This design comes from an exercise in tuning for small area and a short achievable clock period on the open sky130 flow, not from production work.
At most, simulation tests tie the RTL to the original design; equivalence was not proved.
The RTL of runs 5 and 6 was laid out without a check of its function.
No activity file was given, so power comes from the tool's default toggle rates.

<file path="design/flow/flow/run.sh">
#!/bin/bash
# Standard ORFS layout (the standard.sh) with two changes:
#  - ports are buffered with buf_1 instead of the default delay buffer;
#  - clock tree synthesis clusters up to 30 sinks per leaf buffer within
#    80 um and inserts no dummy loads.
set -euo pipefail
export BUFFER_PORTS_ARGS="-buffer_cell sky130_fd_sc_hd__buf_1"
export CTS_ARGS="-sink_clustering_enable -repair_clock_nets -dont_use_dummy_load -sink_clustering_size 30 -sink_clustering_max_diameter 80"
bash standard.sh > standard_flow.log 2>&1
</file>
<file path="design/flow/standard.sh">
#!/bin/bash
# synth_recipe.tcl (not shown) runs the flow's synth.tcl, then flattens the netlist and writes it again
# the make line also repeats each setting of config.mk as NAME=value (left out here)
make -C /OpenROAD-flow-scripts/flow DESIGN_CONFIG=/design/flow/config.mk WORK_HOME=/design/flow/orfs CLKGATE_MAP_FILE= SYNTH_SCRIPT=/design/flow/synth_recipe.tcl "${@:-finish}"
</file>
<file path="design/flow/config.mk">
export PLATFORM = sky130hd
export DESIGN_NAME = md4_stream_driver
export DESIGN_NICKNAME = md4_stream_driver
export VERILOG_FILES = /design/flow/design.v
export SDC_FILE = /design/flow/constraint.sdc
export NUM_CORES = 4
export LEC_CHECK = 0
export CAP_MARGIN = 20
export CORE_MARGIN = 2
export CORE_UTILIZATION = 60
export SETUP_SLACK_MARGIN = 3.0
export SLEW_MARGIN = 20
export SYNTH_HIERARCHICAL = 1
</file>
<file path="design/flow/constraint.sdc">
create_clock -name core_clock -period 5.5 [get_ports {CLK}]
set_input_delay 1.1000 -clock core_clock [delete_from_list [all_inputs] [get_ports {CLK}]]
set_output_delay 1.1000 -clock core_clock [all_outputs]
set_load 0.01 [all_outputs]
</file>
<file path="design/flow/design.v">
`timescale 1ns/1ps
module md4_stream_driver #(
  parameter int unsigned MSG_DEPTH  = 256,
  parameter int unsigned ADDR_W     = 8,
  parameter int unsigned SIZE_W     = 64,
  parameter int unsigned HASH_BYTES = 16
) (
  input  logic                    CLK,
  input  logic                    RESET_N,
  input  logic                    WR_EN,
  input  logic [ADDR_W-1:0]       WR_ADDR,
  input  logic [7:0]              WR_DATA,
  input  logic [SIZE_W-1:0]       MSG_LEN,
  input  logic                    START,
  output logic                    BUSY,
  output logic                    DONE,
  output logic                    ERROR,
  output logic [8*HASH_BYTES-1:0] DIGEST,
  output logic                    HC_START,
  input  logic                    HC_BUSY,
  input  logic                    HC_DONE,
  output logic [SIZE_W-1:0]       HC_SIZE,
  output logic [7:0]              HC_IN_BYTE,
  output logic                    HC_IN_EMPTY,
  input  logic                    HC_IN_READ,
  input  logic [7:0]              HC_OUT_BYTE,
  output logic                    HC_OUT_FULL,
  input  logic                    HC_OUT_WRITE
);
  logic [7:0]   r_buf [256];
  logic         r_busy;
  logic         r_done;
  logic         r_error;
  logic [8:0]   r_len;         
  logic [8:0]   r_rem;         
  logic [15:0]  r_row_n;       
  logic [15:0]  r_col_n;       
  logic [7:0]   r_byte;        
  logic         r_empty;
  logic         r_full;
  logic [3:0]   r_cnt;         
  logic [127:0] r_digest;
  logic [15:0]  r_wp_hi_n;     
  logic [15:0]  r_wp_lo_n;     
  logic [7:0]   r_wp_data;
  logic w_unused_hc_busy;
  assign w_unused_hc_busy = HC_BUSY;
  wire idle     = !r_busy && !r_done;
  logic w_len_hi_zero;
  md4_zero55 u_len_hi (.a(MSG_LEN[63:9]), .z(w_len_hi_zero));
  wire len_ok   = w_len_hi_zero && (!MSG_LEN[8] || (MSG_LEN[7:0] == '0));
  wire start_ok = RESET_N && idle && START && len_ok;
  wire rd_ok    = r_busy && HC_IN_READ && !r_empty;
  wire wr_ok    = r_busy && HC_OUT_WRITE && !r_full;
  wire last_wr  = HC_OUT_WRITE && (r_cnt == 4'd15);
  assign BUSY        = r_busy;
  assign HC_START    = r_busy;
  assign DONE        = r_done;
  assign ERROR       = r_error;
  assign HC_SIZE     = {55'd0, r_len};
  assign HC_IN_BYTE  = r_byte;
  assign HC_IN_EMPTY = r_empty;
  assign HC_OUT_FULL = r_full;
  assign DIGEST      = r_digest;
  always_ff @(posedge CLK) begin
    for (int i = 0; i < 16; i++) begin
      r_wp_hi_n[i] <= !(WR_ADDR[7:4] == 4'(i));
      r_wp_lo_n[i] <= !(idle && WR_EN && WR_ADDR[3:0] == 4'(i));
    end
    r_wp_data <= WR_DATA;
  end
  logic [255:0] w_we;
  always_comb begin
    for (int i = 0; i < 256; i++) w_we[i] = !(r_wp_hi_n[i / 16] || r_wp_lo_n[i % 16]);
  end
  always_ff @(posedge CLK) begin
    for (int i = 0; i < 256; i++) begin
      if (w_we[i]) r_buf[i] <= r_wp_data;
    end
  end
  wire byp0 = !r_busy && w_we[0];
  wire byp1 = !r_busy && w_we[1];
  logic [255:0] w_sel;
  logic [7:0]   w_grp_n [86];
  logic [7:0][7:0] w_part_n;
  logic [7:0][7:0] r_part_n;
  always_comb begin
    for (int i = 0; i < 256; i++) w_sel[i] = !(r_row_n[i / 16] || r_col_n[i % 16]);
    w_sel[1] = w_sel[1] && !byp1;
  end
  genvar g;
  generate
    for (g = 0; g < 85; g++) begin : g_rd
      md4_rd_aoi3 u_aoi (
        .d0(r_buf[3*g]),   .s0(w_sel[3*g]),
        .d1(r_buf[3*g+1]), .s1(w_sel[3*g+1]),
        .d2(r_buf[3*g+2]), .s2(w_sel[3*g+2]),
        .yn(w_grp_n[g])
      );
    end
  endgenerate
  assign w_grp_n[85] = ~(r_buf[255] & {8{w_sel[255]}});
  always_comb begin
    for (int j = 0; j < 8; j++) begin
      logic [7:0] acc;
      acc = '1;
      for (int i = 11*j; i < 11*j + 11 && i < 86; i++) acc = acc & w_grp_n[i];
      if (j == 0) acc = acc & ~(r_wp_data & {8{byp1}});
      w_part_n[j] = acc;
    end
  end
  wire [7:0] w_rd = ~(r_part_n[0] & r_part_n[1] & r_part_n[2] & r_part_n[3] &
                      r_part_n[4] & r_part_n[5] & r_part_n[6] & r_part_n[7]);
  always_ff @(posedge CLK) begin
    if (!r_busy || rd_ok) r_part_n <= w_part_n;
    if (!RESET_N) r_byte <= '0;
    else if (!r_busy) r_byte <= byp0 ? r_wp_data : r_buf[0];
    else if (rd_ok) r_byte <= w_rd;
    if (!RESET_N) begin
      r_row_n <= 16'hfffe;
      r_col_n <= 16'hfffd;
    end else if (!r_busy) begin
      r_row_n <= 16'hfffe;
      r_col_n <= start_ok ? 16'hfffb : 16'hfffd;
    end else if (rd_ok) begin
      r_col_n <= {r_col_n[14:0], r_col_n[15]};
      if (!r_col_n[15]) r_row_n <= {r_row_n[14:0], r_row_n[15]};
    end
    if (!r_busy) r_rem <= MSG_LEN[8:0];
    else if (rd_ok) r_rem <= r_rem - 9'd1;
  end
  always_ff @(posedge CLK) begin
    if (!RESET_N || start_ok) begin
      r_digest <= '0;
    end else begin
      for (int k = 0; k < 16; k++) begin
        if (wr_ok && r_cnt == 4'(k)) r_digest[127-8*k -: 8] <= HC_OUT_BYTE;
      end
    end
  end
  always_ff @(posedge CLK) begin
    if (start_ok) r_cnt <= '0;
    else if (wr_ok) r_cnt <= r_cnt + 4'd1;
  end
  always_ff @(posedge CLK) begin
    if (!RESET_N) begin
      r_busy  <= 1'b0;
      r_done  <= 1'b0;
      r_error <= 1'b0;
      r_len   <= '0;
      r_empty <= 1'b1;
      r_full  <= 1'b1;
    end else begin
      r_done <= r_busy && HC_DONE;
      if (r_busy) begin
        if ((HC_IN_READ && r_empty) || (HC_OUT_WRITE && r_full) ||
            (HC_DONE && !(r_full || last_wr)))
          r_error <= 1'b1;
        if (HC_DONE) begin
          r_busy  <= 1'b0;
          r_empty <= 1'b1;
          r_full  <= 1'b1;
        end else begin
          if (rd_ok) r_empty <= (r_rem == 9'd1);
          if (wr_ok) r_full  <= (r_cnt == 4'd15);
        end
      end else if (idle && START) begin
        r_error <= !len_ok;
        if (len_ok) begin
          r_busy  <= 1'b1;
          r_len   <= MSG_LEN[8:0];
          r_empty <= (MSG_LEN[8:0] == 9'd0);
          r_full  <= 1'b0;
        end
      end
    end
  end
endmodule
module md4_rd_aoi3 (
  input  logic [7:0] d0,
  input  logic [7:0] d1,
  input  logic [7:0] d2,
  input  logic       s0,
  input  logic       s1,
  input  logic       s2,
  output logic [7:0] yn
);
  assign yn = ~(({8{s0}} & d0) | ({8{s1}} & d1) | ({8{s2}} & d2));
endmodule
module md4_zero55 (
  input  logic [54:0] a,
  output logic        z
);
  assign z = ~|a;
endmodule
</file>
==> flow_metrics.env, run 1 <==
export IMPL_initial_core_util_pct=60.4
export IMPL_cts_inserted_buffers=103
export IMPL_clk_latency_ns=0.77
export IMPL_row_count=137
export IMPL_power_leakage_nw=27.2
export IMPL_criticalPathCategory="reg -> reg"
export IMPL_critical_path_reg2reg_endpoint="r_part_n[63]"
export IMPL_final_min_clock_period_ns=2.57
export IMPL_detailed_place_area_um2=86400
export IMPL_tns_ns=0
export IMPL_cts_num_sinks=2347
export IMPL_grt_start_max_net_pins=142
export IMPL_cap_viol_max_count=0
export IMPL_first_global_vias=44900
export IMPL_place_hpwl_mm=141
export IMPL_post_synth_num_cell_types=54
export IMPL_drt_drc_violations_left=0
export IMPL_drive_gt1_share_pct=7.40
export IMPL_hold_depth=1
export IMPL_syn2layout_area_growth_pct=6.92
export IMPL_floorplan_die_height_um=379
export IMPL_mappedNetlistArea_um2=84300
export IMPL_r2r_cells=5
export IMPL_postSynthRegisterBits=2347
export IMPL_max_freq_ghz=0.389
export IMPL_floorplan_die_area_um2=144000
export IMPL_ioPinCount=302
export IMPL_ctsRootBufferMaster="sky130_fd_sc_hd__clkbuf_16"
export IMPL_placeableCoreArea_um2=140000
export IMPL_final_design_area_no_fill_um2=90100
export IMPL_grt_pass1_wl_mm=323
export IMPL_antenna_found_initial=15
export IMPL_setup_violations=0
export IMPL_detail_route_iter0_violations=8306
export IMPL_die_width_um=379
export IMPL_detail_route_antenna_nets=0
export IMPL_yosys_warnings=11
export IMPL_cts_tree="done"
export IMPL_total_power_mw=28.3
export IMPL_cp_end_kind="flop"
export IMPL_routed_length_per_placed_instance_um=33.2
export IMPL_grt_use_met1_pct=47.0
export IMPL_syn_avg_cell_area_um2=17.2
export IMPL_reg2reg_setup_slack_ns=2.93
export IMPL_timing_critical_path_from_type="flop"
export IMPL_layout_cells_most_common="sky130_fd_sc_hd__edfxtp_1"
export IMPL_timing_worst_slew_pin_value_ns=1.20
export IMPL_grt_overflow_total=0
export IMPL_drv_slew=0
export IMPL_htree_levels=3
export IMPL_synth_async_reset_ratio_pct=0
export IMPL_final_seq_area_um2=68400
export IMPL_drt_vias_per_instance=7.02
export IMPL_hold_ws_ns=0.447
export IMPL_cts_clk_slew_worst_paths_ns=0.12
export IMPL_worst_slew_margin_rel_pct=20.0
export IMPL_grt_busiest_layer="met2"
export IMPL_total_power_per_unit_cell_area_nw_per_um2=314
export IMPL_outcome="no timing/DRC/antenna violations"
export IMPL_hold_class="in -> reg"
export IMPL_finalNetCount=5128
export IMPL_final_hold_violation_count=0
export IMPL_grtUsageMet3_pct=4.57
export IMPL_fill_count=9843
export IMPL_portBuffers=245
export IMPL_holdCritStartpoint="WR_DATA[7]"
export IMPL_synth_cells=4915
export IMPL_min_to="r_wp_data[7]"
export IMPL_worst_path_max_fanout=8
export IMPL_peakVddDrop_mv=0.287
export IMPL_drt_first_pass_iters=13
export IMPL_cp_arrival_ns=3.08
export IMPL_routed_wirelength_mm=230
export IMPL_ctsLongestPathBuffers=3
export IMPL_post_route_period_util_pct=46.8
export IMPL_synth_edff_count=2121
export IMPL_final_cell_mix="sky130_fd_sc_hd__edfxtp_1 (2121), sky130_fd_sc_hd__a222oi_1 (680), sky130_fd_sc_hd__nor2_1 (568)"
export IMPL_unrepaired_setup_endpoints_after_global_routing="true"
export IMPL_route_vias_total=48500
export IMPL_finalWeightedCongestion=0.850
export IMPL_timing_critical_path_required_ns=6.01
export IMPL_seq_area_frac_synth_pct=80.9
export IMPL_multi_input_area_um2=14500
export IMPL_track_usage_pct=31.6
export IMPL_synth_ff_type="sky130_fd_sc_hd__edfxtp_1"
export IMPL_timing_rr_start="r_col_n[13]"
export IMPL_clock_skew_ns=0.0721
export IMPL_grt_use_met2_pct=49.7
[kinds of logic after synthesis]
kind of cell,synth area share [%]
DFF,80.9
other,0.00445
adders and majority gates,0.0890
AOI/OAI and AO/OA,9.71
xor gates and xnor gates,0.0831
muxes,0.537
buffers and inverters,2.53
and+or+nand+nor,6.13
[routing by layer]
| layer | wire length, um | share of wire, % |
|---|---|---|
| met4 | 6220 | 2.7 |
| met5 | 0 | 0 |
| met2 | 109000 | 47 |
| met1 | 90300 | 39 |
| met3 | 24100 | 10 |
[per-module statistics from Yosys, one instance, submodules excluded]
module | flops+latches | cells
md4_rd_aoi3 | 0 | 10
md4_stream_driver | 2347 | 4046
md4_zero55 | 0 | 19
[power by group]
part / total (mW) / leakage, nW / internal (mW) / switching (mW)
Clock: 8.42 / 1.27 / 3.35 / 5.07
Sequential: 19.5 / 20.9 / 19.4 / 0.105
Combinational: 0.414 / 5.09 / 0.0597 / 0.354
Total: 28.3 / 27.2 / 22.8 / 5.53
[worst max-delay path, cell delays in order, from the launching register on]
cell                       delay (ns)
sky130_fd_sc_hd__dfxtp_4         0.53
sky130_fd_sc_hd__buf_4           0.27
sky130_fd_sc_hd__nor2_1          0.19
sky130_fd_sc_hd__a222oi_1        0.54
sky130_fd_sc_hd__nand4_1         0.31
sky130_fd_sc_hd__a211oi_2        0.47
[cell type report]
| class | count | area share [%] |
|---|---|---|
| multi-input combinational | 2200 | 16.1 |
| timing repair buffer | 368 | 2.53 |
| sequential | 2347 | 75.8 |
| antenna | 7 | 0.0194 |
| inverter | 6 | 0.0250 |
| tap | 1876 | 2.60 |
| clock buffer | 103 | 2.86 |
[worst max-delay path by stage]
stage | from | to | slack, ns | cells after the start
6_report | r_col_n[13] | r_part_n[63] | 2.93 | 5
5_1_grt | HC_OUT_WRITE | r_digest[82] | 2.99 | 5
4_1_cts | r_col_n[7] | r_part_n[38] | 3.00 | 5
3_5_place_dp | MSG_LEN[21] | r_digest[93] | 1.52 | 8
3_3_place_gp | MSG_LEN[21] | r_digest[93] | 1.58 | 8
2_1_floorplan | MSG_LEN[16] | r_digest[100] | 2.88 | 8
[cells in the mapped netlist, types with 8 or more instances]
cell type | instances | area share [%]
sky130_fd_sc_hd__buf_1 | 16 | 0.071
sky130_fd_sc_hd__mux2i_1 | 43 | 0.51
sky130_fd_sc_hd__buf_4 | 58 | 0.52
sky130_fd_sc_hd__clkbuf_1 | 148 | 0.66
sky130_fd_sc_hd__a2111oi_0 | 8 | 0.083
sky130_fd_sc_hd__nor2_1 | 571 | 2.5
sky130_fd_sc_hd__clkbuf_2 | 170 | 1.0
sky130_fd_sc_hd__nand3_1 | 100 | 0.59
sky130_fd_sc_hd__buf_2 | 12 | 0.071
sky130_fd_sc_hd__a21oi_1 | 106 | 0.63
sky130_fd_sc_hd__a222oi_1 | 680 | 8.1
sky130_fd_sc_hd__nor3_1 | 67 | 0.40
sky130_fd_sc_hd__dfxtp_1 | 226 | 5.4
sky130_fd_sc_hd__edfxtp_1 | 2121 | 76
sky130_fd_sc_hd__nor2b_1 | 15 | 0.11
sky130_fd_sc_hd__o21ai_0 | 109 | 0.65
sky130_fd_sc_hd__nand4_1 | 149 | 1.1
sky130_fd_sc_hd__nand2_1 | 204 | 0.91
sky130_fd_sc_hd__a211oi_1 | 16 | 0.14
sky130_fd_sc_hd__buf_6 | 13 | 0.17
sky130_fd_sc_hd__nor4_1 | 14 | 0.10
[stage by stage]
step	cells	util [%]	setup WS (ns)
after CTS	6896	64.5	3.00
after global placement	6740	61.9	1.58
after detailed placement	6740	61.9	1.52
after global routing	6903	64.6	2.99
after floorplan	4969	-	2.88
final	6907	64.6	2.93
[state kept, by name, indices dropped and copies added (netlist names), 4 cells and up]
register,cells
r_row_n,16
r_len,9
r_col_n,16
r_cnt,4
r_rem,9
r_wp_data,8
r_wp_hi_n,16
r_byte,8
r_buf,2048
r_wp_lo_n,16
r_digest,128
r_part_n,64
[what timing repair did]
item	in CTS	in global routing
cloned	3	0
pin swaps	13	13
gates resized for setup	102	24
hold buffers	0	0
endpoints found under the setup margin	245	134
buffers inserted	50	3
==> run 2, diff against run 1 <==
--- a/design/flow/config.mk
+++ b/design/flow/config.mk
@@ -8,6 +8,6 @@
 export CAP_MARGIN = 20
 export CORE_MARGIN = 2
 export CORE_UTILIZATION = 60
-export SETUP_SLACK_MARGIN = 3.0
+export SETUP_SLACK_MARGIN = 3.1
 export SLEW_MARGIN = 20
 export SYNTH_HIERARCHICAL = 1
==> run 2 against run 1 <==
Effect of this change:
- critical path depth unchanged
- flip-flop and latch count unchanged
- register-to-register slack improved by 0.11 ns
- cell area rose by 0.40%
- critical path type unchanged
- largest power group unchanged
==> flow_metrics.env, run 2 <==
export IMPL_post_route_period_util_pct=44.8
export IMPL_cp_arrival_ns=2.94
export IMPL_synth_cells=4915
export IMPL_cts_num_sinks=2347
export IMPL_floorplan_die_height_um=379
export IMPL_gate_family_responsible_for_the_most_delay_along_the_worst_path="simple AND/OR/NAND/NOR gates"
export IMPL_finalNetCount=5141
export IMPL_holdCritStartpoint="WR_DATA[5]"
export IMPL_final_cell_mix="sky130_fd_sc_hd__edfxtp_1 (2121), sky130_fd_sc_hd__a222oi_1 (680), sky130_fd_sc_hd__nor2_1 (561)"
export IMPL_timing_worst_slew_pin_value_ns=1.21
export IMPL_grt_use_met2_pct=49.5
export IMPL_cp_num_buf_inv=1
export IMPL_power_leakage_nw=27.6
export IMPL_portBuffers=245
export IMPL_die_width_um=379
export IMPL_max_freq_ghz=0.406
export IMPL_detail_route_iter0_violations=8444
export IMPL_tns_ns=0
export IMPL_cts_clk_slew_worst_paths_ns=0.12
export IMPL_htree_levels=3
export IMPL_grt_pass1_wl_mm=323
export IMPL_ctsHoldBuffers=0
export IMPL_syn_avg_cell_area_um2=17.2
export IMPL_setup_violations=0
export IMPL_grtUsageMet3_pct=5.48
export IMPL_floorplan_die_area_um2=144000
export IMPL_post_synth_top_count_cell="sky130_fd_sc_hd__edfxtp_1"
export IMPL_routed_length_per_placed_instance_um=33.2
export IMPL_antenna_found_initial=13
export IMPL_synth_edff_count=2121
export IMPL_drive_gt1_share_pct=8.66
export IMPL_ctsLongestPathBuffers=3
export IMPL_placed_cells_incl_taps=6745
export IMPL_top_area_cells_in_the_synthesized_netlist="sky130_fd_sc_hd__edfxtp_1 (76%), sky130_fd_sc_hd__a222oi_1 (8.1%), sky130_fd_sc_hd__dfxtp_1 (5.4%), sky130_fd_sc_hd__nor2_1 (2.5%), sky130_fd_sc_hd__nand4_1 (1.1%)"
export IMPL_top_cell_type_s_share_of_synthesized_area_pct=75.5
export IMPL_post_synth_num_cell_types=54
export IMPL_unrepaired_setup_endpoints_after_global_routing="true"
export IMPL_cap_viol_max_count=0
export IMPL_postSynthRegisterBits=2347
export IMPL_track_usage_pct=31.5
export IMPL_row_count=137
export IMPL_final_cells=6918
export IMPL_drt_drc_violations_left=0
export IMPL_peakVddDrop_mv=0.266
export IMPL_routed_wirelength_mm=230
export IMPL_grt_start_max_net_pins=121
export IMPL_finalWeightedCongestion=0.846
export IMPL_cts_tree="done"
export IMPL_route_vias_total=48500
export IMPL_layout_cells_most_common="sky130_fd_sc_hd__edfxtp_1"
export IMPL_initial_core_util_pct=60.4
export IMPL_grt_overflow_total=0
export IMPL_ioPinCount=302
export IMPL_hold_class="in -> reg"
export IMPL_mappedNetlistArea_um2=84300
export IMPL_layout_top_registers="r_buf (2048), r_digest (128), r_part_n (64)"
export IMPL_synth_cells_most_frequent="sky130_fd_sc_hd__edfxtp_1 (2121), sky130_fd_sc_hd__a222oi_1 (680), sky130_fd_sc_hd__nor2_1 (571)"
export IMPL_synth_ff_type="sky130_fd_sc_hd__edfxtp_1"
export IMPL_registers_top_by_ff_count="r_buf"
export IMPL_detail_route_antenna_nets=0
export IMPL_synth_top_cell_by_area="sky130_fd_sc_hd__edfxtp_1"
export IMPL_cts_inserted_buffers=100
export IMPL_cp_end_kind="flop"
export IMPL_path_cells="buf_8 -> nor2_1 -> a222oi_1 -> nand3_1 -> nor3_1"
export IMPL_clock_skew_ns=0.0861
export IMPL_worst_path_max_fanout=12
export IMPL_final_hold_violation_count=0
export IMPL_timing_critical_path_required_ns=5.97
export IMPL_cp_startpoint="r_col_n[11]"
export IMPL_ctsRootBufferMaster="sky130_fd_sc_hd__clkbuf_16"
export IMPL_timing_critical_path_from_type="flop"
export IMPL_worst_slew_margin_rel_pct=19.5
export IMPL_drt_vias_per_instance=7.01
export IMPL_timing_rr_start="r_col_n[11]"
export IMPL_criticalPathCategory="reg -> reg"
export IMPL_clk_latency_ns=0.76
export IMPL_place_hpwl_mm=143
export IMPL_drt_first_pass_iters=10
export IMPL_outcome="no timing/DRC/antenna violations"
export IMPL_seq_area_frac_synth_pct=80.9
export IMPL_yosys_warnings=11
export IMPL_total_power_per_unit_cell_area_nw_per_um2=311
export IMPL_critical_path_slowest_cell="sky130_fd_sc_hd__a222oi_1"
export IMPL_largest_register_ff_count=2048
export IMPL_syn2layout_area_growth_pct=7.35
export IMPL_grt_busiest_layer="met2"
export IMPL_grt_use_met1_pct=46.1
export IMPL_drv_slew=0
export IMPL_placeableCoreArea_um2=140000
export IMPL_crit_path_max_incr_delay_ns=0.59
export IMPL_first_global_vias=45400
export IMPL_synth_async_reset_ratio_pct=0
export IMPL_final_min_clock_period_ns=2.47
run 2: per-layer routing:
metal	vias to the layer above	routed length, um
met5	-	21
met4	4	7080
met3	305	25000
met2	2800	108000
met1	25000	89800
li1	20400	-
run 2: kinds of logic (layout without fill, tap and decap cells):
family	count (synthesis)	after routing	share of synthesized area, %
fa+ha+maj	6	6	0.0890
flops	2347	2347	80.9
xor+xnor	8	8	0.0831
buf+inv	423	491	2.53
mux	45	45	0.537
compound gates	934	934	9.71
other cells	1	60	0.00445
simple gates	1151	1151	6.13
run 2: worst register-to-register path, cell delays in order, from the launching register on:
cell and delay [ns]:
sky130_fd_sc_hd__dfxtp_4 0.53, sky130_fd_sc_hd__buf_8 0.28, sky130_fd_sc_hd__nor2_1 0.22, sky130_fd_sc_hd__a222oi_1 0.60, sky130_fd_sc_hd__nand3_1 0.19, sky130_fd_sc_hd__nor3_1 0.40
run 2: through the flow:
stage               worst slack [ns]  util (%)  hold WS [ns]  instance area, um2  total power [mW]
floorplan                       2.88         -         0.489               84600              20.1
global placement                1.87      61.9         0.455               86400              20.3
detailed placement              1.86      61.9         0.459               86400              20.3
CTS                             3.01      64.6         0.379               90200              28.3
global route                    2.98      64.9         0.416               90500              28.9
finish                          3.03      64.9         0.424               90500              28.2
run 2: worst paths after layout:
kind                                     end  slack [ns]  depth (start not counted)
worst max-delay path            r_part_n[31]        3.03                          5
worst min-delay path            r_wp_data[5]        0.42                          1
worst max register to register  r_part_n[31]        3.03                          5
worst min register to register      r_len[7]        0.48                          2
run 2: timing repair:
item | in CTS | in global routing
cloned | 2 | 3
pin swaps | 16 | 20
endpoints found under the setup margin | 358 | 205
resized for setup | 173 | 40
buffers inserted | 56 | 7
run 2: final cells by class:
class / instances / area (um2)
antenna: 5 / 12.5
inverter: 6 / 22.5
multi-input combinational: 2199 / 14600
tap: 1876 / 2350
clock buffer: 100 / 2500
timing repair buffer: 385 / 2660
sequential: 2347 / 68400
fill: 9825 / 49000
run 2: per-module statistics from Yosys (local to each module, per instance):
module | copies in the design | cells | cell area [um2]
md4_stream_driver | 1 | 4046 | 76500
md4_zero55 | 1 | 19 | 128
md4_rd_aoi3 | 85 | 10 | 90.1
run 2: where the power goes:
| group | total, mW | switching (mW) | internal (mW) |
|---|---|---|---|
| Combinational | 0.403 | 0.342 | 0.0611 |
| Clock | 8.25 | 4.99 | 3.26 |
| Sequential | 19.5 | 0.120 | 19.4 |
==> run 3, diff against run 2 <==
--- a/design/flow/config.mk
+++ b/design/flow/config.mk
@@ -7,7 +7,7 @@
 export LEC_CHECK = 0
 export CAP_MARGIN = 20
 export CORE_MARGIN = 2
-export CORE_UTILIZATION = 60
+export CORE_UTILIZATION = 65
 export SETUP_SLACK_MARGIN = 3.1
 export SLEW_MARGIN = 20
 export SYNTH_HIERARCHICAL = 1
==> run 3 against run 2 <==
Effect of this change:
- still clean
- routed wire length down 1.8%
- via count is 0.56% higher
- count of clock-buffer cells in the layout decreased by 3
- combinational power up 3%
- sequential power hardly changed
- clock skew is 0.020 ns lower
- hold slack improved by 0.026 ns
- global-route usage rose by 2.0 points
- largest power group unchanged
==> flow_metrics.env, run 3 <==
export IMPL_synth_ff_type="sky130_fd_sc_hd__edfxtp_1"
export IMPL_critical_path_reg2reg_endpoint="r_part_n[0]"
export IMPL_track_usage_pct=33.6
export IMPL_floorplan_die_area_um2=133000
export IMPL_row_count=132
export IMPL_setup_slack_ns=3.03
export IMPL_timing_critical_path_required_ns=6.03
export IMPL_cp_arrival_ns=3.00
export IMPL_finalNetCount=5117
export IMPL_power_leakage_nw=27.5
export IMPL_die_width_um=364
export IMPL_ioPinCount=302
export IMPL_cts_num_sinks=2347
export IMPL_drv_slew=0
export IMPL_mappedNetlistArea_um2=84300
export IMPL_detail_route_antenna_nets=0
export IMPL_synth_cells=4915
export IMPL_synth_top_cell_by_area="sky130_fd_sc_hd__edfxtp_1"
export IMPL_routed_wirelength_mm=226
export IMPL_timing_rr_start="r_row_n[0]"
export IMPL_syn2layout_area_growth_pct=6.91
export IMPL_layout_cells_most_common="sky130_fd_sc_hd__edfxtp_1"
export IMPL_ctsLongestPathBuffers=3
export IMPL_ctsRootBufferMaster="sky130_fd_sc_hd__clkbuf_16"
export IMPL_power_switching_mw=5.40
export IMPL_post_synth_top_count_cell="sky130_fd_sc_hd__edfxtp_1"
export IMPL_detailed_place_area_um2=86200
export IMPL_synth_edff_count=2121
export IMPL_min_to="r_wp_data[4]"
export IMPL_multi_input_area_um2=14600
export IMPL_post_route_period_util_pct=45.0
export IMPL_clk_latency_ns=0.77
export IMPL_synth_cells_most_frequent="sky130_fd_sc_hd__edfxtp_1 (2121), sky130_fd_sc_hd__a222oi_1 (680), sky130_fd_sc_hd__nor2_1 (571)"
export IMPL_hold_ws_ns=0.450
export IMPL_final_hold_violation_count=0
export IMPL_max_freq_ghz=0.404
export IMPL_r2r_cells=4
export IMPL_timing_worst_slew_pin_value_ns=1.26
export IMPL_first_global_vias=45200
export IMPL_unrepaired_setup_endpoints_after_global_routing="true"
export IMPL_timing_critical_path_from_type="flop"
export IMPL_fill_count=8379
export IMPL_tns_ns=0
export IMPL_gate_family_responsible_for_the_most_delay_along_the_worst_path="compound AO/OA/AOI/OAI gates"
export IMPL_largest_register_ff_count=2048
export IMPL_hold_class="in -> reg"
export IMPL_registers_top_by_ff_count="r_buf"
export IMPL_post_synth_num_cell_types=54
export IMPL_portBuffers=245
export IMPL_grt_start_max_net_pins=184
export IMPL_syn_avg_cell_area_um2=17.2
export IMPL_final_core_util_pct=69.8
export IMPL_post_place_ws_ns=1.66
export IMPL_final_seq_area_um2=68400
export IMPL_path_cells="nor2_1 -> a222oi_1 -> nand4_1 -> a2111oi_4"
export IMPL_routed_length_per_placed_instance_um=33.4
export IMPL_cts_clk_slew_worst_paths_ns=0.11
export IMPL_worst_path_max_fanout=18
export IMPL_drt_vias_per_instance=7.22
export IMPL_clock_skew_ns=0.0662
export IMPL_drive_gt1_share_pct=8.98
export IMPL_final_design_area_no_fill_um2=90100
export IMPL_placed_cells_incl_taps=6599
export IMPL_criticalPathCategory="reg -> reg"
export IMPL_critical_path_slowest_cell="sky130_fd_sc_hd__a222oi_1"
export IMPL_hold_depth=1
export IMPL_yosys_warnings=11
export IMPL_total_power_mw=28.0
export IMPL_pwr_share_comb_pct=1.5
export IMPL_seq_area_frac_synth_pct=80.9
export IMPL_total_power_per_unit_cell_area_nw_per_um2=311
export IMPL_layout_top_registers="r_buf (2048), r_digest (128), r_part_n (64)"
export IMPL_finalWeightedCongestion=0.866
export IMPL_htree_levels=3
export IMPL_holdCritStartpoint="WR_DATA[4]"
export IMPL_cp_end_kind="flop"
export IMPL_setup_violations=0
export IMPL_placeableCoreArea_um2=129000
export IMPL_detail_route_iter0_violations=9497
export IMPL_cp_startpoint="r_row_n[0]"
export IMPL_final_min_clock_period_ns=2.47
export IMPL_final_cells=6762
export IMPL_clockPowerShare_pct=28.9
export IMPL_synth_async_reset_ratio_pct=0
export IMPL_outcome="no timing/DRC/antenna violations"
export IMPL_grt_pass1_wl_mm=317
export IMPL_drt_drc_violations_left=0
export IMPL_top_cell_type_s_share_of_synthesized_area_pct=75.5
export IMPL_floorplan_die_height_um=364
export IMPL_reg2reg_setup_slack_ns=3.03
export IMPL_route_vias_total=48800
export IMPL_cp_num_buf_inv=0
export IMPL_place_hpwl_mm=137
export IMPL_crit_path_max_incr_delay_ns=0.65
export IMPL_peakVddDrop_mv=0.399
export IMPL_ctsHoldBuffers=0
export IMPL_top_area_cells_in_the_synthesized_netlist="sky130_fd_sc_hd__edfxtp_1 (76%), sky130_fd_sc_hd__a222oi_1 (8.1%), sky130_fd_sc_hd__dfxtp_1 (5.4%), sky130_fd_sc_hd__nor2_1 (2.5%), sky130_fd_sc_hd__nand4_1 (1.1%)"
export IMPL_cts_tree="done"
export IMPL_final_cell_mix="sky130_fd_sc_hd__edfxtp_1 (2121), sky130_fd_sc_hd__a222oi_1 (680), sky130_fd_sc_hd__nor2_1 (561)"
export IMPL_cap_viol_max_count=0
export IMPL_power_sequential_fraction_pct=69.6
export IMPL_antenna_found_initial=16
export IMPL_switch_share_pct=19.3
export IMPL_initial_core_util_pct=65.3
export IMPL_drt_first_pass_iters=10
export IMPL_p_int_mw=22.6
export IMPL_cts_inserted_buffers=97
export IMPL_worst_slew_margin_rel_pct=15.6
export IMPL_grt_overflow_total=0
export IMPL_postSynthRegisterBits=2347
[run 3: changes by cell type in the layout (fill, tap and decap cells not counted), sizes merged]
cell / previous run / this run
buf: 366 / 336
clkbuf: 117 / 122
diode: 5 / 7
o21ai: 110 / 111
[run 3: worst max path at each step]
stage                               end  slack [ns]  cells past startpoint
after floorplan           r_digest[100]        2.88                      8
after global placement     r_digest[96]        1.70                      8
after detailed placement   r_digest[47]        1.66                      8
after CTS                       r_error        3.05                     10
after global routing       r_digest[96]        3.03                      9
final                       r_part_n[0]        3.03                      4
[run 3: routing by layer]
layer	global-route usage, %	wire length [um]
met1	48.9	84900
met2	52.4	106000
met3	5.75	25800
met4	11.3	8720
met5	0	54
[run 3: power by group through the flow]
stage / Combinational (mW) / Clock (mW) / Sequential, mW
after floorplan: 0.132 / 0 / 20.0
after global placement: 0.374 / 0 / 19.9
after detailed placement: 0.386 / 0 / 19.9
after CTS: 0.396 / 8.18 / 19.5
after global routing: 0.441 / 8.72 / 19.5
final: 0.415 / 8.11 / 19.5
[run 3: area by class of cell]
| type | instances | share of cell area [%] |
|---|---|---|
| Antenna cell | 7 | 0.0194 |
| Clock buffer | 97 | 2.69 |
| Inverter | 6 | 0.0250 |
| Multi-Input combinational cell | 2200 | 16.2 |
| Sequential cell | 2347 | 75.9 |
| Tap cell | 1742 | 2.42 |
| Timing Repair Buffer | 363 | 2.70 |
[run 3: kinds of logic after synthesis]
group / count (synthesis) / synth area share [%]
other cells: 1 / 0.00445
fa+ha+maj: 6 / 0.0890
compound gates: 934 / 9.71
mux: 45 / 0.537
xor+xnor: 8 / 0.0831
buf+inv: 423 / 2.53
simple gates: 1151 / 6.13
flops: 2347 / 80.9
[run 3: what timing repair did]
item	CTS	global route
hold endpoints to repair	0	0
endpoints found under the setup margin	327	188
gates cloned	5	4
setup buffers	45	5
gates resized for setup	184	67
pin swaps	18	27
[run 3: Yosys stat by module (local to each module, per instance)]
module	flops+latches	cells inside	cell area, um2
md4_zero55	0	19	128
md4_rd_aoi3	0	10	90.1
md4_stream_driver	2347	4046	76500
==> run 4, diff against run 3 <==
==> design/flow/flow/run.sh (replaced) <==
#!/bin/bash
# Standard ORFS layout (the standard.sh) with two changes:
#  - ports are buffered with buf_1 instead of the default delay buffer;
#  - clock tree synthesis clusters up to 24 sinks per leaf buffer within
#    70 um and inserts no dummy loads.
set -euo pipefail
export BUFFER_PORTS_ARGS="-buffer_cell sky130_fd_sc_hd__buf_1"
export CTS_ARGS="-sink_clustering_enable -repair_clock_nets -dont_use_dummy_load -sink_clustering_size 24 -sink_clustering_max_diameter 70"
bash standard.sh > standard_flow.log 2>&1
--- a/design/flow/config.mk
+++ b/design/flow/config.mk
@@ -7,7 +7,7 @@
 export LEC_CHECK = 0
 export CAP_MARGIN = 20
 export CORE_MARGIN = 2
-export CORE_UTILIZATION = 65
-export SETUP_SLACK_MARGIN = 3.1
+export CORE_UTILIZATION = 60
+export SETUP_SLACK_MARGIN = 3.0
 export SLEW_MARGIN = 20
 export SYNTH_HIERARCHICAL = 1
==> run 4 against run 3 <==
Effect of this change:
- global-route usage fell by 1.8 points
- die area rose by 8.2%
- worst setup slack got worse by 0.10 ns
- register-to-register slack got worse by 0.10 ns
- clock power rose by 21%
- routed wire length rose by 1.9%
- sequential power barely moved
- utilization fell by 4.5 points
- highest routed layer unchanged
- cell area rose by 1.0%
- count of clock-buffer cells in the layout rose by 43
- hold slack got worse by 0.047 ns
- final cell count rose by 2.7%
==> flow_metrics.env, run 4 <==
export IMPL_outcome="no timing/DRC/antenna violations"
export IMPL_tns_ns=0
export IMPL_drive_gt1_share_pct=8.12
export IMPL_routed_length_per_placed_instance_um=33.1
export IMPL_largest_register_ff_count=2048
export IMPL_row_count=137
export IMPL_drt_vias_per_instance=7.01
export IMPL_finalNetCount=5165
export IMPL_layout_cells_most_common="sky130_fd_sc_hd__edfxtp_1"
export IMPL_timing_critical_path_from_type="flop"
export IMPL_detail_route_iter0_violations=8121
export IMPL_floorplan_die_area_um2=144000
export IMPL_ctsHoldBuffers=0
export IMPL_cts_num_sinks=2347
export IMPL_grt_start_max_net_pins=142
export IMPL_cp_end_kind="flop"
export IMPL_grt_pass1_wl_mm=324
export IMPL_synth_top_cell_by_area="sky130_fd_sc_hd__edfxtp_1"
export IMPL_worst_path_max_fanout=10
export IMPL_post_synth_top_count_cell="sky130_fd_sc_hd__edfxtp_1"
export IMPL_yosys_warnings=11
export IMPL_drv_slew=0
export IMPL_floorplan_die_height_um=379
export IMPL_mappedNetlistArea_um2=84300
export IMPL_antenna_found_initial=16
export IMPL_cts_inserted_buffers=140
export IMPL_layout_top_registers="r_buf (2048), r_digest (128), r_part_n (64)"
export IMPL_finalWeightedCongestion=0.850
export IMPL_cap_viol_max_count=0
export IMPL_post_route_period_util_pct=46.9
export IMPL_max_freq_ghz=0.388
export IMPL_first_global_vias=45300
export IMPL_pwr_share_comb_pct=1.4
export IMPL_cp_arrival_ns=3.09
export IMPL_cts_clk_slew_worst_paths_ns=0.09
export IMPL_worst_slew_margin_rel_pct=18.2
export IMPL_clk_latency_ns=0.79
export IMPL_p_int_mw=24.0
export IMPL_final_hold_violation_count=0
export IMPL_htree_levels=4
export IMPL_track_usage_pct=31.8
export IMPL_final_core_util_pct=65.3
export IMPL_place_hpwl_mm=141
export IMPL_synth_edff_count=2121
export IMPL_top_area_cells_in_the_synthesized_netlist="sky130_fd_sc_hd__edfxtp_1 (76%), sky130_fd_sc_hd__a222oi_1 (8.1%), sky130_fd_sc_hd__dfxtp_1 (5.4%), sky130_fd_sc_hd__nor2_1 (2.5%), sky130_fd_sc_hd__nand4_1 (1.1%)"
export IMPL_power_sequential_fraction_pct=65.6
export IMPL_placeableCoreArea_um2=140000
export IMPL_routed_wirelength_mm=230
export IMPL_final_cell_mix="sky130_fd_sc_hd__edfxtp_1 (2121), sky130_fd_sc_hd__a222oi_1 (680), sky130_fd_sc_hd__nor2_1 (569)"
export IMPL_synth_ff_type="sky130_fd_sc_hd__edfxtp_1"
export IMPL_final_min_clock_period_ns=2.58
export IMPL_drt_drc_violations_left=0
export IMPL_registers_top_by_ff_count="r_buf"
export IMPL_portBuffers=245
export IMPL_setup_violations=0
export IMPL_power_leakage_nw=27.7
export IMPL_die_width_um=379
export IMPL_fill_count=9741
export IMPL_switch_share_pct=19.4
export IMPL_unrepaired_setup_endpoints_after_global_routing="false"
export IMPL_ioPinCount=302
export IMPL_clock_skew_ns=0.0567
export IMPL_cts_tree="done"
export IMPL_peakVddDrop_mv=0.301
export IMPL_ctsLongestPathBuffers=3
export IMPL_timing_critical_path_required_ns=6.01
export IMPL_syn2layout_area_growth_pct=8.02
export IMPL_drt_first_pass_iters=10
export IMPL_syn_avg_cell_area_um2=17.2
export IMPL_initial_core_util_pct=60.4
export IMPL_clockPowerShare_pct=33.0
export IMPL_post_synth_num_cell_types=54
export IMPL_synth_cells=4915
export IMPL_detail_route_antenna_nets=0
export IMPL_hold_class="in -> reg"
export IMPL_synth_async_reset_ratio_pct=0
export IMPL_seq_area_frac_synth_pct=80.9
export IMPL_synth_cells_most_frequent="sky130_fd_sc_hd__edfxtp_1 (2121), sky130_fd_sc_hd__a222oi_1 (680), sky130_fd_sc_hd__nor2_1 (571)"
export IMPL_power_switching_mw=5.76
export IMPL_detailed_place_area_um2=86400
export IMPL_timing_worst_slew_pin_value_ns=1.23
export IMPL_total_power_mw=29.7
export IMPL_final_design_area_no_fill_um2=91100
export IMPL_postSynthRegisterBits=2347
export IMPL_criticalPathCategory="reg -> reg"
export IMPL_ctsRootBufferMaster="sky130_fd_sc_hd__clkbuf_16"
export IMPL_grt_overflow_total=0
export IMPL_top_cell_type_s_share_of_synthesized_area_pct=75.5
export IMPL_total_power_per_unit_cell_area_nw_per_um2=327
export IMPL_route_vias_total=48700
[run 4: Yosys stat by module, one instance, submodules excluded]
module | cells | area (um2) | times used | flops+latches
md4_stream_driver | 4046 | 76500 | 1 | 2347
md4_rd_aoi3 | 10 | 90.1 | 85 | 0
md4_zero55 | 19 | 128 | 1 | 0
[run 4: layer usage]
layer / GRT usage [%] / wire (um) / vias to the layer above / share of wire, %
li1: - / - / 20500 / -
met1: 46.6 / 91000 / 25100 / 40
met2: 49.5 / 109000 / 2740 / 47
met3: 5.61 / 24000 / 326 / 10
met4: 9.34 / 6570 / 2 / 2.9
met5: 0 / 13 / - / 0.0057
[run 4: path summary, 6_finish.rpt]
| path | startpoint | end | slack, ns | cells past startpoint |
|---|---|---|---|---|
| worst max register to register | r_col_n[7] | r_part_n[13] | 2.92 | 5 |
| worst max-delay path | r_col_n[7] | r_part_n[13] | 2.92 | 5 |
| worst min register to register | r_len[7] | r_len[7] | 0.47 | 2 |
| worst min-delay path | WR_DATA[1] | r_wp_data[1] | 0.40 | 1 |
[run 4: kinds of logic after synthesis]
| logic type | count (synthesis) | synth area share, % |
|---|---|---|
| AO/OA/AOI/OAI | 934 | 9.71 |
| XOR/XNOR | 8 | 0.0831 |
| adder cells (fa/ha/maj) | 6 | 0.0890 |
| buffers and inverters | 423 | 2.53 |
| flip-flops | 2347 | 80.9 |
| multiplexers | 45 | 0.537 |
| other | 1 | 0.00445 |
| AND/OR/NAND/NOR | 1151 | 6.13 |
[run 4: critical path: stages, from the launching register on]
cell and delay (ns):
sky130_fd_sc_hd__dfxtp_2 0.46, sky130_fd_sc_hd__buf_6 0.33, sky130_fd_sc_hd__nor2_1 0.24, sky130_fd_sc_hd__a222oi_1 0.50, sky130_fd_sc_hd__nand4_1 0.24, sky130_fd_sc_hd__nor3_1 0.53
[run 4: stage by stage]
step	hold slack (ns)	setup WS, ns	instances
final	0.404	2.92	6945
after global routing	0.370	3.00	6941
after CTS	0.356	3.00	6930
after detailed placement	0.457	1.52	6740
after global placement	0.455	1.58	6740
after floorplan	0.489	2.88	4969
[run 4: final cells by class]
class	instances	area, um2	area share [%]
diodes	8	20.0	0.0220
clock buffers	140	3500	3.85
inverters	6	22.5	0.0247
multi-input cells	2200	14500	16.0
flip-flops and latches	2347	68400	75.1
well taps	1876	2350	2.58
repair buffers	368	2250	2.47
[run 4: power groups by stage]
stage	clock network, mW	registers, mW	logic [mW]
3_5_place_dp	0	19.9	0.405
4_1_cts	9.92	19.5	0.410
6_report	9.82	19.5	0.412
3_3_place_gp	0	19.9	0.395
5_1_grt	10.5	19.5	0.443
2_1_floorplan	0	20.0	0.132
[run 4: what timing repair did]
item,in CTS,in global routing
cloned,3,0
resized for setup,112,17
buffers inserted,47,6
pin swaps,19,9
setup endpoints to repair,234,161
endpoints found under the hold margin,0,0
==> run 5, diff against run 4 <==
--- a/design/flow/design.v
+++ b/design/flow/design.v
@@ -34,7 +34,8 @@
   logic [8:0]   r_len;         
   logic [8:0]   r_rem;         
   logic [15:0]  r_row_n;       
-  logic [15:0]  r_col_n;       
+  logic [15:0]  r_cola_n;      
+  logic [15:0]  r_colb_n;      
   logic [7:0]   r_byte;        
   logic         r_empty;
   logic         r_full;
@@ -85,7 +86,8 @@
   logic [7:0][7:0] w_part_n;
   logic [7:0][7:0] r_part_n;
   always_comb begin
-    for (int i = 0; i < 256; i++) w_sel[i] = !(r_row_n[i / 16] || r_col_n[i % 16]);
+    for (int i = 0; i < 256; i++)
+      w_sel[i] = !(r_row_n[i / 16] || (i < 128 ? r_cola_n[i % 16] : r_colb_n[i % 16]));
     w_sel[1] = w_sel[1] && !byp1;
   end
   genvar g;
@@ -111,20 +113,25 @@
   end
   wire [7:0] w_rd = ~(r_part_n[0] & r_part_n[1] & r_part_n[2] & r_part_n[3] &
                       r_part_n[4] & r_part_n[5] & r_part_n[6] & r_part_n[7]);
+  wire w_row_lo = !(&r_row_n[7:0]);
   always_ff @(posedge CLK) begin
     if (!r_busy || rd_ok) r_part_n <= w_part_n;
     if (!RESET_N) r_byte <= '0;
     else if (!r_busy) r_byte <= byp0 ? r_wp_data : r_buf[0];
     else if (rd_ok) r_byte <= w_rd;
     if (!RESET_N) begin
-      r_row_n <= 16'hfffe;
-      r_col_n <= 16'hfffd;
+      r_row_n  <= 16'hfffe;
+      r_cola_n <= 16'hfffd;
+      r_colb_n <= 16'hfffe;
     end else if (!r_busy) begin
-      r_row_n <= 16'hfffe;
-      r_col_n <= start_ok ? 16'hfffb : 16'hfffd;
+      r_row_n  <= 16'hfffe;
+      r_cola_n <= start_ok ? 16'hfffb : 16'hfffd;
+      r_colb_n <= 16'hfffe;
     end else if (rd_ok) begin
-      r_col_n <= {r_col_n[14:0], r_col_n[15]};
-      if (!r_col_n[15]) r_row_n <= {r_row_n[14:0], r_row_n[15]};
+      if (w_row_lo) r_cola_n <= {r_cola_n[14:0], r_cola_n[15]};
+      else          r_colb_n <= {r_colb_n[14:0], r_colb_n[15]};
+      if (w_row_lo ? !r_cola_n[15] : !r_colb_n[15])
+        r_row_n <= {r_row_n[14:0], r_row_n[15]};
     end
     if (!r_busy) r_rem <= MSG_LEN[8:0];
     else if (rd_ok) r_rem <= r_rem - 9'd1;
==> design/flow/flow/run.sh (replaced) <==
#!/bin/bash
# Standard ORFS layout (the standard.sh) with two changes:
#  - ports are buffered with buf_1 instead of the default delay buffer;
#  - clock tree synthesis clusters up to 30 sinks per leaf buffer within
#    80 um and inserts no dummy loads.
set -euo pipefail
export BUFFER_PORTS_ARGS="-buffer_cell sky130_fd_sc_hd__buf_1"
export CTS_ARGS="-sink_clustering_enable -repair_clock_nets -dont_use_dummy_load -sink_clustering_size 30 -sink_clustering_max_diameter 80"
bash standard.sh > standard_flow.log 2>&1
--- a/design/flow/config.mk
+++ b/design/flow/config.mk
@@ -8,6 +8,6 @@
 export CAP_MARGIN = 20
 export CORE_MARGIN = 2
 export CORE_UTILIZATION = 60
-export SETUP_SLACK_MARGIN = 3.0
+export SETUP_SLACK_MARGIN = 3.1
 export SLEW_MARGIN = 20
 export SYNTH_HIERARCHICAL = 1
==> run 5 against run 4 <==
Effect of this change:
- largest cell class unchanged
- first-iteration DRC count up 5.1%
- power down 4.8%
- clock skew up 0.011 ns
- cell area down 0.37%
- non-clock buffer count down 3
- hold slack better by 0.049 ns
- synthesized area up 0.53%
- sequential power about the same
- synthesized cell count up 0.92%
- still clean on timing, DRC and antenna
- fmax up 2.5%
- utilization down 0.40 points
- critical endpoint is now r_digest[0]
==> flow_metrics.env, run 5 <==
export IMPL_drt_drc_violations_left=0
export IMPL_setup_violations=0
export IMPL_cts_num_sinks=2363
export IMPL_timing_worst_slew_pin_value_ns=1.23
export IMPL_routed_length_per_placed_instance_um=33.0
export IMPL_final_hold_violation_count=0
export IMPL_yosys_warnings=11
export IMPL_postSynthRegisterBits=2363
export IMPL_largest_register_ff_count=2048
export IMPL_cap_viol_max_count=0
export IMPL_floorplan_die_height_um=380
export IMPL_post_synth_top_count_cell="sky130_fd_sc_hd__edfxtp_1"
export IMPL_ioPinCount=302
export IMPL_htree_levels=3
export IMPL_layout_top_registers="r_buf (2048), r_digest (128), r_part_n (64)"
export IMPL_syn2layout_area_growth_pct=7.05
export IMPL_cp_arrival_ns=3.12
export IMPL_die_width_um=380
export IMPL_place_hpwl_mm=141
export IMPL_cts_clk_slew_worst_paths_ns=0.11
export IMPL_ctsRootBufferMaster="sky130_fd_sc_hd__clkbuf_16"
export IMPL_setup_slack_ns=2.98
export IMPL_routed_wirelength_mm=229
export IMPL_drive_gt1_share_pct=9.01
export IMPL_clock_skew_ns=0.0678
export IMPL_finalNetCount=5165
export IMPL_switch_share_pct=19.4
export IMPL_criticalPathCategory="in -> reg"
export IMPL_critical_path_reg2reg_endpoint="r_part_n[29]"
export IMPL_timing_rr_start="r_cola_n[11]"
export IMPL_ctsHoldBuffers=0
export IMPL_registers_top_by_ff_count="r_buf"
export IMPL_drv_slew=0
export IMPL_power_sequential_fraction_pct=69.2
export IMPL_grt_pass1_wl_mm=323
export IMPL_grt_start_max_net_pins=166
export IMPL_timing_critical_path_from_type="input pin"
export IMPL_outcome="no timing/DRC/antenna violations"
export IMPL_hold_class="in -> reg"
export IMPL_portBuffers=245
export IMPL_worst_path_max_fanout=11
export IMPL_seq_area_frac_synth_pct=80.9
export IMPL_synth_edff_count=2121
export IMPL_holdCritStartpoint="WR_DATA[2]"
export IMPL_clk_latency_ns=0.75
export IMPL_power_switching_mw=5.50
export IMPL_synth_cells_most_frequent="sky130_fd_sc_hd__edfxtp_1 (2121), sky130_fd_sc_hd__a222oi_1 (680), sky130_fd_sc_hd__nor2_1 (592)"
export IMPL_timing_critical_path_required_ns=6.11
export IMPL_hold_depth=1
export IMPL_post_place_ws_ns=1.47
export IMPL_cp_end_kind="flop"
export IMPL_drt_vias_per_instance=7.03
export IMPL_layout_cells_most_common="sky130_fd_sc_hd__edfxtp_1"
export IMPL_route_vias_total=48800
export IMPL_placeableCoreArea_um2=140000
export IMPL_initial_core_util_pct=60.6
export IMPL_top_cell_type_s_share_of_synthesized_area_pct=75.1
export IMPL_antenna_found_initial=12
export IMPL_unrepaired_setup_endpoints_after_global_routing="true"
export IMPL_r2r_cells=5
export IMPL_min_to="r_wp_data[2]"
export IMPL_max_freq_ghz=0.397
export IMPL_synth_cells=4960
export IMPL_finalWeightedCongestion=0.833
export IMPL_syn_avg_cell_area_um2=17.1
export IMPL_top_area_cells_in_the_synthesized_netlist="sky130_fd_sc_hd__edfxtp_1 (75%), sky130_fd_sc_hd__a222oi_1 (8.0%), sky130_fd_sc_hd__dfxtp_1 (5.7%), sky130_fd_sc_hd__nor2_1 (2.6%), sky130_fd_sc_hd__nand4_1 (1.1%)"
export IMPL_post_route_period_util_pct=45.8
export IMPL_first_global_vias=45700
export IMPL_reg2reg_setup_slack_ns=3.02
export IMPL_drt_first_pass_iters=12
export IMPL_synth_ff_type="sky130_fd_sc_hd__edfxtp_1"
export IMPL_final_min_clock_period_ns=2.52
export IMPL_floorplan_die_area_um2=144000
export IMPL_final_cell_mix="sky130_fd_sc_hd__edfxtp_1 (2121), sky130_fd_sc_hd__a222oi_1 (680), sky130_fd_sc_hd__nor2_1 (586)"
export IMPL_clockPowerShare_pct=29.2
export IMPL_detail_route_antenna_nets=0
export IMPL_track_usage_pct=30.9
export IMPL_synth_top_cell_by_area="sky130_fd_sc_hd__edfxtp_1"
export IMPL_detail_route_iter0_violations=8538
export IMPL_total_power_per_unit_cell_area_nw_per_um2=312
export IMPL_synth_async_reset_ratio_pct=0
export IMPL_post_synth_num_cell_types=59
export IMPL_mappedNetlistArea_um2=84800
export IMPL_peakVddDrop_mv=0.256
export IMPL_ctsLongestPathBuffers=3
export IMPL_pwr_share_comb_pct=1.6
export IMPL_cts_tree="done"
export IMPL_p_int_mw=22.8
export IMPL_cts_inserted_buffers=99
export IMPL_worst_slew_margin_rel_pct=17.7
export IMPL_row_count=137
export IMPL_grt_overflow_total=0
export IMPL_power_leakage_nw=27.6
export IMPL_tns_ns=0
export IMPL_total_power_mw=28.3
==> run 5: cell types whose count changed after synthesis, sizes merged, moves of 6 or more <==
cell and delta:
a211oi -8, a22o +8, a31oi +9, buf -6, clkbuf +8, dfxtp +16, mux2 +7, mux2i +7
nand2 -12, nor2 +19, nor2b -8, nor3 -8, o21ai +7
==> run 5: cell type report <==
type	instances	area (um2)
fillers	9843	49100
well taps	1876	2350
clock buffers	99	2480
flip-flops and latches	2363	68700
multi-input cells	2224	14800
inverters	10	43.8
repair buffers	365	2320
diodes	5	12.5
==> run 5: per-stage QoR <==
stage	cell area (um2)	hold WS (ns)	cells	utilization (%)
finish	90700	0.453	6942	64.9
global route	90700	0.427	6939	64.9
CTS	90200	0.411	6909	64.5
detailed placement	87000	0.459	6794	62.2
global placement	87000	0.455	6793	62.2
floorplan	85100	0.495	5014	-
==> run 5: power groups by stage <==
| stage | registers (mW) | logic [mW] | clock network [mW] |
|---|---|---|---|
| finish | 19.6 | 0.454 | 8.26 |
| global route | 19.6 | 0.484 | 8.92 |
| CTS | 19.6 | 0.444 | 8.36 |
| detailed placement | 20.0 | 0.427 | 0 |
| global placement | 20.0 | 0.415 | 0 |
| floorplan | 20.1 | 0.128 | 0 |
==> run 5: worst max path at each step <==
stage                      from             to  slack (ns)
floorplan           MSG_LEN[14]  r_digest[103]        2.82
global placement    MSG_LEN[39]   r_digest[94]        1.51
detailed placement  MSG_LEN[39]   r_digest[91]        1.47
CTS                 MSG_LEN[11]    r_digest[0]        3.00
global route        MSG_LEN[20]    r_digest[0]        2.88
finish              MSG_LEN[14]    r_digest[0]        2.98
==> run 5: routing by layer <==
metal	share of wire [%]	GRT usage (%)
met1	39	44.6
met3	12	7.49
met5	0.023	0
met2	46	47.5
met4	3.0	8.86
==> run 5: worst max-delay path: stages <==
cell                       delay, ns
sky130_fd_sc_hd__buf_1          0.11
sky130_fd_sc_hd__nor4_4         0.28
sky130_fd_sc_hd__nand4_1        0.19
sky130_fd_sc_hd__nor4_4         0.39
sky130_fd_sc_hd__and4bb_2       0.33
sky130_fd_sc_hd__inv_4          0.06
sky130_fd_sc_hd__o21ai_4        0.16
sky130_fd_sc_hd__buf_12         0.18
sky130_fd_sc_hd__buf_12         0.13
sky130_fd_sc_hd__buf_16         0.13
sky130_fd_sc_hd__a21oi_1        0.05
==> run 5: timing repair <==
item / 4_1_cts / 5_1_grt
endpoints found under the setup margin: 297 / 205
setup buffers: 12 / 25
pin swaps: 26 / 38
gates cloned: 4 / 3
endpoints found under the hold margin: 0 / 0
gates resized for setup: 184 / 68
==> run 5: cell families (layout without fill, tap and decap cells) <==
logic type,after synthesis,in the layout,synth area share (%)
flip-flops,2363,2363,80.9
other,1,60,0.00442
multiplexers,59,59,0.710
AO/OA/AOI/OAI,952,954,9.80
adder cells (fa/ha/maj),6,6,0.0886
XOR/XNOR,8,8,0.0827
buffers and inverters,429,474,2.47
AND/OR/NAND/NOR,1142,1142,5.97
==> run 5: modules after synthesis, one instance, submodules excluded <==
module / flops+latches / times used / cell area, um2 / cells inside
md4_rd_aoi3: 0 / 85 / 90.1 / 10
md4_stream_driver: 2363 / 1 / 77000 / 4091
md4_zero55: 0 / 1 / 128 / 19
==> run 6, diff against run 5 <==
--- a/design/flow/design.v
+++ b/design/flow/design.v
@@ -83,8 +83,8 @@
   wire byp1 = !r_busy && w_we[1];
   logic [255:0] w_sel;
   logic [7:0]   w_grp_n [86];
-  logic [7:0][7:0] w_part_n;
-  logic [7:0][7:0] r_part_n;
+  logic [10:0][7:0] w_part_n;
+  logic [10:0][7:0] r_part_n;
   always_comb begin
     for (int i = 0; i < 256; i++)
       w_sel[i] = !(r_row_n[i / 16] || (i < 128 ? r_cola_n[i % 16] : r_colb_n[i % 16]));
@@ -103,16 +103,17 @@
   endgenerate
   assign w_grp_n[85] = ~(r_buf[255] & {8{w_sel[255]}});
   always_comb begin
-    for (int j = 0; j < 8; j++) begin
+    for (int j = 0; j < 11; j++) begin
       logic [7:0] acc;
       acc = '1;
-      for (int i = 11*j; i < 11*j + 11 && i < 86; i++) acc = acc & w_grp_n[i];
+      for (int i = 8*j; i < 8*j + 8 && i < 86; i++) acc = acc & w_grp_n[i];
       if (j == 0) acc = acc & ~(r_wp_data & {8{byp1}});
       w_part_n[j] = acc;
     end
   end
   wire [7:0] w_rd = ~(r_part_n[0] & r_part_n[1] & r_part_n[2] & r_part_n[3] &
-                      r_part_n[4] & r_part_n[5] & r_part_n[6] & r_part_n[7]);
+                      r_part_n[4] & r_part_n[5] & r_part_n[6] & r_part_n[7] &
+                      r_part_n[8] & r_part_n[9] & r_part_n[10]);
   wire w_row_lo = !(&r_row_n[7:0]);
   always_ff @(posedge CLK) begin
     if (!r_busy || rd_ok) r_part_n <= w_part_n;
--- a/design/flow/config.mk
+++ b/design/flow/config.mk
@@ -8,6 +8,6 @@
 export CAP_MARGIN = 20
 export CORE_MARGIN = 2
 export CORE_UTILIZATION = 60
-export SETUP_SLACK_MARGIN = 3.1
+export SETUP_SLACK_MARGIN = 3.0
 export SLEW_MARGIN = 20
 export SYNTH_HIERARCHICAL = 1
==> run 6 against run 5 <==
Effect of this change:
- still clean on timing, DRC and antenna
- count of clock-buffer cells in the layout rose by 5
- first-iteration DRC count down 5.2%
- final cell count is 0.48% higher
- fmax shrank 2.5%
- non-clock buffer count is 24 lower
- flip-flop and latch count up 24
- routed wire length about the same
- cell area barely moved
- largest power group unchanged
==> flow_metrics.env, run 6 <==
export IMPL_outcome="no timing/DRC/antenna violations"
export IMPL_clock_skew_ns=0.0659
export IMPL_cts_tree="done"
export IMPL_unrepaired_setup_endpoints_after_global_routing="true"
export IMPL_synth_top_cell_by_area="sky130_fd_sc_hd__edfxtp_1"
export IMPL_cp_arrival_ns=3.06
export IMPL_top_cell_type_s_share_of_synthesized_area_pct=75.3
export IMPL_ctsHoldBuffers=0
export IMPL_setup_violations=0
export IMPL_syn2layout_area_growth_pct=6.05
export IMPL_floorplan_die_area_um2=146000
export IMPL_timing_critical_path_from_type="flop"
export IMPL_criticalPathCategory="reg -> reg"
export IMPL_multi_input_area_um2=14500
export IMPL_drv_slew=0
export IMPL_synth_async_reset_ratio_pct=0
export IMPL_die_width_um=382
export IMPL_max_freq_ghz=0.387
export IMPL_peakVddDrop_mv=0.279
export IMPL_cap_viol_max_count=0
export IMPL_layout_top_registers="r_buf (2048), r_digest (128), r_part_n (88)"
export IMPL_portBuffers=245
export IMPL_detail_route_iter0_violations=8094
export IMPL_floorplan_die_height_um=382
export IMPL_worst_path_max_fanout=8
export IMPL_synth_fa_ha_area_share_pct=0.0878
export IMPL_worst_slew_margin_rel_pct=18.2
export IMPL_row_count=138
export IMPL_placeableCoreArea_um2=142000
export IMPL_cts_inserted_buffers=104
export IMPL_final_seq_area_um2=69400
export IMPL_grt_start_max_net_pins=170
export IMPL_detail_route_antenna_nets=0
export IMPL_timing_worst_slew_pin_value_ns=1.23
export IMPL_hold_class="in -> reg"
export IMPL_drive_gt1_share_pct=5.86
export IMPL_grt_overflow_total=0
export IMPL_total_power_per_unit_cell_area_nw_per_um2=317
export IMPL_registers_top_by_ff_count="r_buf"
export IMPL_finalWeightedCongestion=0.860
export IMPL_fill_count=10100
export IMPL_grt_pass1_wl_mm=322
export IMPL_seq_area_frac_synth_pct=81.0
export IMPL_synth_edff_count=2145
export IMPL_cp_end_kind="flop"
export IMPL_htree_levels=3
export IMPL_drt_drc_violations_left=0
export IMPL_ctsRootBufferMaster="sky130_fd_sc_hd__clkbuf_16"
export IMPL_post_synth_xor_area_fraction_pct=0.0819
export IMPL_place_hpwl_mm=144
export IMPL_final_hold_violation_count=0
export IMPL_cts_num_sinks=2387
export IMPL_synth_ff_type="sky130_fd_sc_hd__edfxtp_1"
export IMPL_initial_core_util_pct=60.4
export IMPL_yosys_mux_area_fraction_pct=0.688
export IMPL_layout_cells_most_common="sky130_fd_sc_hd__edfxtp_1"
export IMPL_syn_avg_cell_area_um2=17.1
export IMPL_track_usage_pct=30.8
export IMPL_synth_compound_area_share_pct=9.67
export IMPL_top_area_cells_in_the_synthesized_netlist="sky130_fd_sc_hd__edfxtp_1 (75%), sky130_fd_sc_hd__a222oi_1 (8.0%), sky130_fd_sc_hd__dfxtp_1 (5.7%), sky130_fd_sc_hd__nor2_1 (2.9%), sky130_fd_sc_hd__nand4_1 (1.4%)"
export IMPL_ioPinCount=302
export IMPL_timing_critical_path_required_ns=5.97
export IMPL_route_vias_total=48900
export IMPL_postSynthRegisterBits=2387
export IMPL_post_route_period_util_pct=46.9
export IMPL_tns_ns=0
export IMPL_post_synth_top_count_cell="sky130_fd_sc_hd__edfxtp_1"
export IMPL_clk_latency_ns=0.77
export IMPL_first_global_vias=45800
export IMPL_yosys_warnings=11
export IMPL_cts_clk_slew_worst_paths_ns=0.11
export IMPL_final_core_util_pct=64.1
export IMPL_largest_register_ff_count=2048
export IMPL_synth_cells=5001
export IMPL_routed_wirelength_mm=229
export IMPL_routed_length_per_placed_instance_um=32.9
export IMPL_mappedNetlistArea_um2=85500
export IMPL_ctsLongestPathBuffers=3
export IMPL_final_min_clock_period_ns=2.58
export IMPL_synth_cells_most_frequent="sky130_fd_sc_hd__edfxtp_1 (2145), sky130_fd_sc_hd__a222oi_1 (680), sky130_fd_sc_hd__nor2_1 (671)"
export IMPL_post_synth_num_cell_types=60
export IMPL_dominant_combinational_cell_family_by_area_after_synthesis="compound AO/OA/AOI/OAI gates"
export IMPL_drt_vias_per_instance=7.01
export IMPL_final_cell_mix="sky130_fd_sc_hd__edfxtp_1 (2145), sky130_fd_sc_hd__a222oi_1 (680), sky130_fd_sc_hd__nor2_1 (669)"
export IMPL_power_leakage_nw=27.2
export IMPL_finalNetCount=5187
export IMPL_antenna_found_initial=10
export IMPL_synth_simple_gate_area_share_pct=6.06
export IMPL_drt_first_pass_iters=10
## run 6: metal layers
layer	GRT usage [%]	routed length [um]	vias up
li1	-	-	20600
met1	45.4	91200	25200
met2	48.3	109000	2743
met3	4.94	23000	309
met4	8.73	6420	4
met5	0	21	-
## run 6: path summary, 6_finish.rpt
| path | startpoint | to | slack [ns] | depth (start not counted) |
|---|---|---|---|---|
| worst min-delay path | WR_DATA[2] | r_wp_data[2] | 0.42 | 1 |
| worst max-delay path | r_cola_n[5] | r_part_n[6] | 2.92 | 5 |
| worst max register to register | r_cola_n[5] | r_part_n[6] | 2.92 | 5 |
| worst min register to register | r_len[2] | r_len[2] | 0.47 | 1 |
## run 6: report_power, final
group / switching, mW / total, mW / internal (mW)
Clock: 5.10 / 8.48 / 3.38
Sequential: 0.0940 / 19.8 / 19.7
Combinational: 0.358 / 0.416 / 0.0582
## run 6: Yosys stat by module (local to each module, per instance)
module             cell area (um2)  cells inside  copies in the design  flip-flops and latches
md4_zero55                     128            19                     1                       0
md4_stream_driver            77700          4132                     1                    2387
md4_rd_aoi3                   90.1            10                    85                       0
## run 6: critical path, cell delays in order (launching register included)
cell and delay [ns]:
sky130_fd_sc_hd__dfxtp_1 0.43, sky130_fd_sc_hd__buf_4 0.33, sky130_fd_sc_hd__nor2_1 0.22, sky130_fd_sc_hd__a222oi_1 0.53, sky130_fd_sc_hd__nand4_1 0.30, sky130_fd_sc_hd__a211oi_1 0.48
## run 6: timing repair
item                                    in CTS  in global routing
pin swaps                                    2                  5
endpoints found under the hold margin        0                  0
resized for setup                           52                  9
gates cloned                                 2                  0
setup buffers                                5                  6
endpoints found under the setup margin     268                166
## run 6: per-stage QoR
stage | total power [mW] | cell area (um2) | instances | hold WS, ns | setup WS (ns)
6_report | 28.7 | 90700 | 6975 | 0.421 | 2.92
5_1_grt | 29.4 | 90700 | 6973 | 0.404 | 2.93
4_1_cts | 28.8 | 90600 | 6967 | 0.377 | 2.98
3_5_place_dp | 20.6 | 87800 | 6856 | 0.460 | 1.74
3_3_place_gp | 20.6 | 87800 | 6856 | 0.456 | 1.81
2_1_floorplan | 20.4 | 85800 | 5055 | 0.498 | 2.22
## run 6: cell families after synthesis
kind of cell,after synthesis
multiplexers,58
adder cells (fa/ha/maj),6
flip-flops,2387
other,1
buffers and inverters,427
XOR/XNOR,8
AND/OR/NAND/NOR,1174
AO/OA/AOI/OAI,940
## run 6: layout make-up
type / count / share of cell area (%)
timing repair buffer: 341 / 2.03
sequential: 2387 / 76.5
antenna: 2 / 0.00552
clock buffer: 104 / 2.87
inverter: 10 / 0.0497
tap: 1890 / 2.61
multi-input combinational: 2241 / 16.0

==> port drivers added, routing unchanged <==
How much do the figures lean on ideal ports? The routed layouts below were timed once more, with nothing changed but the port constraints.
Step 1, drivers: a clkbuf_16 drives CLK and a buf_2 each remaining input, both assumed.
Step 2 also shifts input and output timing later by t, the mid clock arrival at the registers, as if the neighbouring blocks saw the same clock.
Slacks: ideal ports / drivers / drivers and shift; pairs: ideal ports / drivers.
run | shift t [ns] | setup WS [ns] | hold slack, ns | cell pins on the clock port's net
run 1 | 0.821 | 2.926 / 2.926 / 2.301 | 0.447 / 0.382 / 0.475 | 1
run 2 | 0.797 | 3.035 / 2.984 / 2.404 | 0.424 / 0.370 / 0.475 | 1
run 3 | 0.804 | 3.026 / 3.023 / 2.323 | 0.450 / 0.399 / 0.471 | 1
run 4 | 0.842 | 2.921 / 2.921 / 2.304 | 0.404 / 0.345 / 0.469 | 1
run 5 | 0.797 | 2.983 / 2.984 / 2.241 | 0.453 / 0.402 / 0.477 | 1
run 6 | 0.821 | 2.918 / 2.918 / 2.369 | 0.421 / 0.356 / 0.475 | 1
After both steps every run listed still meets setup and hold. For run 5, which loses most, drivers alone change the setup slack by +0.001 ns; drivers and shift together by -0.742 ns.
